Source: an optimization exercise on an open RTL-to-GDS flow (aim: small area). Production flows keep margins and buffers that such runs may drop.
Where RTL was checked, it was by simulation tests only, not by an equivalence proof against the original.
Power is estimated from default activity; no workload was simulated.

==> job 545: inputs <==
// dc_out_cal
module dc_out_cal #(
    parameter int NUM_CH    = 2,
    parameter int IN_W      = 16,
    parameter int DAC_W     = 12,
    parameter int SLOPE_W   = 16,
    parameter int CAL_SCALE = 11,
    parameter int IN_SHIFT  = 3,
    parameter int STEP_W    = 12
) (
    input  logic                      clk,
    input  logic                      reset,
    input  logic                      sample_tick,
    input  logic [NUM_CH-1:0]         enable,
    input  logic [NUM_CH*IN_W-1:0]    dc_ofs,
    input  logic [NUM_CH*SLOPE_W-1:0] slope,
    input  logic [NUM_CH*DAC_W-1:0]   intercept,
    input  logic                      clip_clr,
    input  logic [STEP_W-1:0]         slew_step,
    output logic [NUM_CH*DAC_W-1:0]   dac_word,
    output logic                      dac_valid,
    output logic [NUM_CH-1:0]         clip
);
==> module dc_out_cal, before the edit <==
module dc_out_cal #(
    parameter int NUM_CH    = 2,
    parameter int IN_W      = 16,
    parameter int DAC_W     = 12,
    parameter int SLOPE_W   = 16,
    parameter int CAL_SCALE = 11,
    parameter int IN_SHIFT  = 3,
    parameter int STEP_W    = 12
) (
    input  logic                      clk,
    input  logic                      reset,
    input  logic                      sample_tick,
    input  logic [NUM_CH-1:0]         enable,
    input  logic [NUM_CH*IN_W-1:0]    dc_ofs,
    input  logic [NUM_CH*SLOPE_W-1:0] slope,
    input  logic [NUM_CH*DAC_W-1:0]   intercept,
    input  logic                      clip_clr,
    input  logic [STEP_W-1:0]         slew_step,
    output logic [NUM_CH*DAC_W-1:0]   dac_word,
    output logic                      dac_valid,
    output logic [NUM_CH-1:0]         clip
);
    localparam int S_W    = IN_W - IN_SHIFT;           
    localparam logic [DAC_W-1:0] MID_CODE = {1'b1, {(DAC_W - 1){1'b0}}};
    logic v1_reg, v2_reg, v3_reg, dac_valid_reg;
    always_ff @(posedge clk or posedge reset) begin
        if (reset) begin
            v1_reg        <= 1'b0;
            v2_reg        <= 1'b0;
            v3_reg        <= 1'b0;
            dac_valid_reg <= 1'b0;
        end else begin
            v1_reg        <= sample_tick;
            v2_reg        <= v1_reg;
            v3_reg        <= v2_reg;
            dac_valid_reg <= v3_reg;
        end
    end
    assign dac_valid = dac_valid_reg;
    genvar gi;
    generate
        for (gi = 0; gi < NUM_CH; gi++) begin : g_lane
            logic [17:0]      u;
            logic             neg, over;
            logic [DAC_W-1:0] tgt;
            logic             sat;
            dc_cal_arith u_arith (
                .a(dc_ofs[gi*IN_W + IN_SHIFT +: S_W]),
                .b(slope[gi*SLOPE_W +: SLOPE_W]),
                .c(intercept[gi*DAC_W +: DAC_W] ^ MID_CODE),
                .q(u)
            );
            always_comb begin
                neg  = u[17];
                over = |u[16:DAC_W];
            end
            logic [DAC_W-1:0] u1_reg, tgt2_reg, tgt3_reg;
            logic             neg1_reg, over1_reg, en1_reg, sat2_reg, sat3_reg;
            always_comb begin
                sat = neg1_reg | over1_reg;
                tgt = neg1_reg ? '0 : (over1_reg ? '1 : u1_reg);
                if (!en1_reg) begin
                    sat    = 1'b1;
                    tgt[0] = 1'b1;
                    tgt[1] = 1'b0;
                end
            end
            always_ff @(posedge clk) begin
                u1_reg    <= u[DAC_W-1:0];
                neg1_reg  <= neg;
                over1_reg <= over;
                en1_reg   <= enable[gi];
                tgt2_reg  <= tgt;
                sat2_reg  <= sat;
                tgt3_reg  <= tgt2_reg;
                sat3_reg  <= sat2_reg;
            end
            logic             en3;
            logic             upd;
            logic [DAC_W-1:0] code_reg;
            logic             clip_reg;
            logic [DAC_W:0]   ch, cl;      
            logic [DAC_W-1:0] hi, lo;      
            logic [DAC_W:0]   gh, gl;      
            logic             nz, chi, clo;
            logic [DAC_W-1:0] code_next;
            always_comb begin
                en3   = ~(sat3_reg & tgt3_reg[0] & ~tgt3_reg[1]);
                upd   = v3_reg & en3;
                ch[0] = 1'b0;
                cl[0] = 1'b1;
                gh[0] = 1'b0;
                gl[0] = 1'b0;
                for (int i = 0; i < DAC_W; i++) begin
                    hi[i]   = code_reg[i] ^ slew_step[i] ^ ch[i];
                    ch[i+1] = (code_reg[i] & slew_step[i]) | (ch[i] & (code_reg[i] ^ slew_step[i]));
                    lo[i]   = code_reg[i] ^ ~slew_step[i] ^ cl[i];
                    cl[i+1] = (code_reg[i] & ~slew_step[i]) | (cl[i] & (code_reg[i] ^ ~slew_step[i]));
                    gh[i+1] = (tgt3_reg[i] & ~hi[i]) | (gh[i] & (tgt3_reg[i] | ~hi[i]));
                    gl[i+1] = (~tgt3_reg[i] & lo[i]) | (gl[i] & (~tgt3_reg[i] | lo[i]));
                end
                nz        = slew_step != '0;
                chi       = nz & ~ch[DAC_W] & gh[DAC_W];
                clo       = nz & cl[DAC_W] & gl[DAC_W];
                code_next = chi ? hi : (clo ? lo : tgt3_reg);
            end
            always_ff @(posedge clk or posedge reset) begin
                if (reset) begin
                    code_reg <= MID_CODE;
                    clip_reg <= 1'b0;
                end else begin
                    if (upd)
                        code_reg <= code_next;
                    clip_reg <= (clip_reg & ~clip_clr) | (upd & sat3_reg);
                end
            end
            assign dac_word[gi*DAC_W +: DAC_W] = code_reg;
            assign clip[gi]                    = clip_reg;
        end
    endgenerate
endmodule
export LEC_CHECK = 0
export CAP_MARGIN = 20
export CORE_MARGIN = 2
export CORE_UTILIZATION = 60
export CTS_BUF_LIST = sky130_fd_sc_hd__clkbuf_4 sky130_fd_sc_hd__clkbuf_8
export CTS_CLUSTER_SIZE = 10
export GPL_TIMING_DRIVEN = 0
export SETUP_SLACK_MARGIN = 0.05
export SLEW_MARGIN = 20
create_clock -name core_clock -period 7.0 [get_ports {clk}]
standard.sh (not shown) runs the stock make flow with config.mk's settings and CLKGATE_MAP_FILE= SYNTH_SCRIPT=/design/flow/synth_recipe.tcl, a recipe that flattens the netlist after the stock synthesis.
==> flow/flow/run.sh <==
#!/bin/bash
# Own layout flow: the standard synthesis, then a polarity clean-up of the full adders in
# its netlist (fapol.py: fewer inverters, same registers, same function), then the standard flow's
# standard layout steps from the clean netlist on.  Each tool's output goes to its own log
# in this folder.
set -euo pipefail
W=$(pwd)
R=$W/orfs/results/$FLOW_PLATFORM/dc_out_cal/base
bash standard.sh synth > "$W/flow_synth.log" 2>&1
cp "$R/1_2_yosys.v" "$W/1_2_yosys.standard.v"
python3 "$W/flow/fapol.py" "$W/1_2_yosys.standard.v" "$W/1_2_yosys.fapol.v" > "$W/flow_fapol.log" 2>&1
cp "$W/1_2_yosys.fapol.v" "$R/1_2_yosys.v"
touch "$R/1_2_yosys.v"
rm -f "$R/1_synth.odb"
# Port buffers: a small plain buffer on every input and output port (the standard flow picks
# a delay buffer).
bash standard.sh finish "BUFFER_PORTS_ARGS=-buffer_cell ${PORT_BUF:-sky130_fd_sc_hd__buf_1}" > "$W/flow_finish.log" 2>&1
Other scripts of this flow, unchanged in this note and not shown: flow/flow/fapol.py
==> job 9336 (differences from job 545) <==
--- a/flow/design.v
+++ b/flow/design.v
@@ -84,4 +84,6 @@
             logic [DAC_W:0]   gh, gl;      
             logic             nz, chi, clo;
+            logic [DAC_W/2-1:0] hs [2], ls [2];
+            logic [DAC_W/2:0]   hc [2], lc [2];
             logic [DAC_W-1:0] code_next;
             always_comb begin
@@ -90,11 +92,29 @@
                 ch[0] = 1'b0;
                 cl[0] = 1'b1;
-                gh[0] = 1'b0;
-                gl[0] = 1'b0;
-                for (int i = 0; i < DAC_W; i++) begin
+                for (int i = 0; i < DAC_W / 2; i++) begin
                     hi[i]   = code_reg[i] ^ slew_step[i] ^ ch[i];
                     ch[i+1] = (code_reg[i] & slew_step[i]) | (ch[i] & (code_reg[i] ^ slew_step[i]));
                     lo[i]   = code_reg[i] ^ ~slew_step[i] ^ cl[i];
                     cl[i+1] = (code_reg[i] & ~slew_step[i]) | (cl[i] & (code_reg[i] ^ ~slew_step[i]));
+                end
+                for (int c = 0; c < 2; c++) begin
+                    hc[c][0] = c[0];
+                    lc[c][0] = c[0];
+                    for (int i = 0; i < DAC_W / 2; i++) begin
+                        hs[c][i]   = code_reg[i+DAC_W/2] ^ slew_step[i+DAC_W/2] ^ hc[c][i];
+                        hc[c][i+1] = (code_reg[i+DAC_W/2] & slew_step[i+DAC_W/2])
+                                   | (hc[c][i] & (code_reg[i+DAC_W/2] ^ slew_step[i+DAC_W/2]));
+                        ls[c][i]   = code_reg[i+DAC_W/2] ^ ~slew_step[i+DAC_W/2] ^ lc[c][i];
+                        lc[c][i+1] = (code_reg[i+DAC_W/2] & ~slew_step[i+DAC_W/2])
+                                   | (lc[c][i] & (code_reg[i+DAC_W/2] ^ ~slew_step[i+DAC_W/2]));
+                    end
+                end
+                hi[DAC_W-1:DAC_W/2] = ch[DAC_W/2] ? hs[1] : hs[0];
+                ch[DAC_W]           = ch[DAC_W/2] ? hc[1][DAC_W/2] : hc[0][DAC_W/2];
+                lo[DAC_W-1:DAC_W/2] = cl[DAC_W/2] ? ls[1] : ls[0];
+                cl[DAC_W]           = cl[DAC_W/2] ? lc[1][DAC_W/2] : lc[0][DAC_W/2];
+                gh[0] = 1'b0;
+                gl[0] = 1'b0;
+                for (int i = 0; i < DAC_W; i++) begin
                     gh[i+1] = (tgt3_reg[i] & ~hi[i]) | (gh[i] & (tgt3_reg[i] | ~hi[i]));
                     gl[i+1] = (~tgt3_reg[i] & lo[i]) | (gl[i] & (~tgt3_reg[i] | lo[i]));
--- a/flow/flow/run.sh
+++ b/flow/flow/run.sh
@@ -15,3 +15,3 @@
 # Port buffers: a small plain buffer on every input and output port (the standard flow picks
 # a delay buffer).
-bash standard.sh finish "BUFFER_PORTS_ARGS=-buffer_cell ${PORT_BUF:-sky130_fd_sc_hd__buf_1}" > "$W/flow_finish.log" 2>&1
+bash standard.sh finish "BUFFER_PORTS_ARGS=-buffer_cell sky130_fd_sc_hd__buf_1" > "$W/flow_finish.log" 2>&1
- CORE_UTILIZATION: 60 -> 40
==> job 923 (differences from job 545) <==
- CORE_UTILIZATION: 60 -> 40
- CTS_BUF_LIST: sky130_fd_sc_hd__clkbuf_4 sky130_fd_sc_hd__clkbuf_8 -> sky130_fd_sc_hd__clkbuf_16
- CTS_CLUSTER_SIZE: 10 -> default
==> notes.md <==
Job 545 passed the timing, design-rule and antenna checks. Job 9336 finished with timing, DRC and antenna clean. Job 923 passed the timing, design-rule and antenna checks. Of job 9336 and job 923, job 9336 has the higher count of clock-buffer cells in the layout (gap 1). The lowest combinational power belongs to job 923, the highest to job 9336. The highest core utilization belongs to job 545, the lowest to job 923. In sequential cell count, job 9336 and job 923 do not differ. Of job 9336 and job 923, job 9336 has the higher synthesized cell count (gap about 2.1%, measured against job 923). Worst setup slack: job 923 is worse than job 9336 (0.078 ns). The highest global-route usage belongs to job 545, the lowest to job 923.
No functional check of the RTL was part of job 9336.

[afterwards: timing with drivers on the ports]
How much do the figures lean on ideal ports? The routed layouts below were timed once more, with nothing changed but the port constraints.
Step 1 assumes that a clkbuf_16 drives the clock port and a buf_2 every other input.
Step 2 adds t to the input delays and takes it off the output delays; t is the mean of the earliest and latest rising clock arrival at the registers after step 1. Input paths then give back, and output paths get back, about the clock's delay inside the block.
Slacks: ideal / step 1 / step 2; pairs: ideal / step 1.
run	t (ns)	setup slack, ns	worst slew at a driven data input, ns
job 545	0.405	0.220 / 0.228 / -0.177	0.07
job 9336	0.436	0.190 / 0.187 / -0.249	0.06
job 923	0.397	0.112 / 0.090 / -0.306	0.09
Met with ideal ports but missed after step 2: setup timing in every run listed. The setup slack of job 9336, which loses most, moves by -0.003 ns with the drivers and by -0.439 ns with both steps.
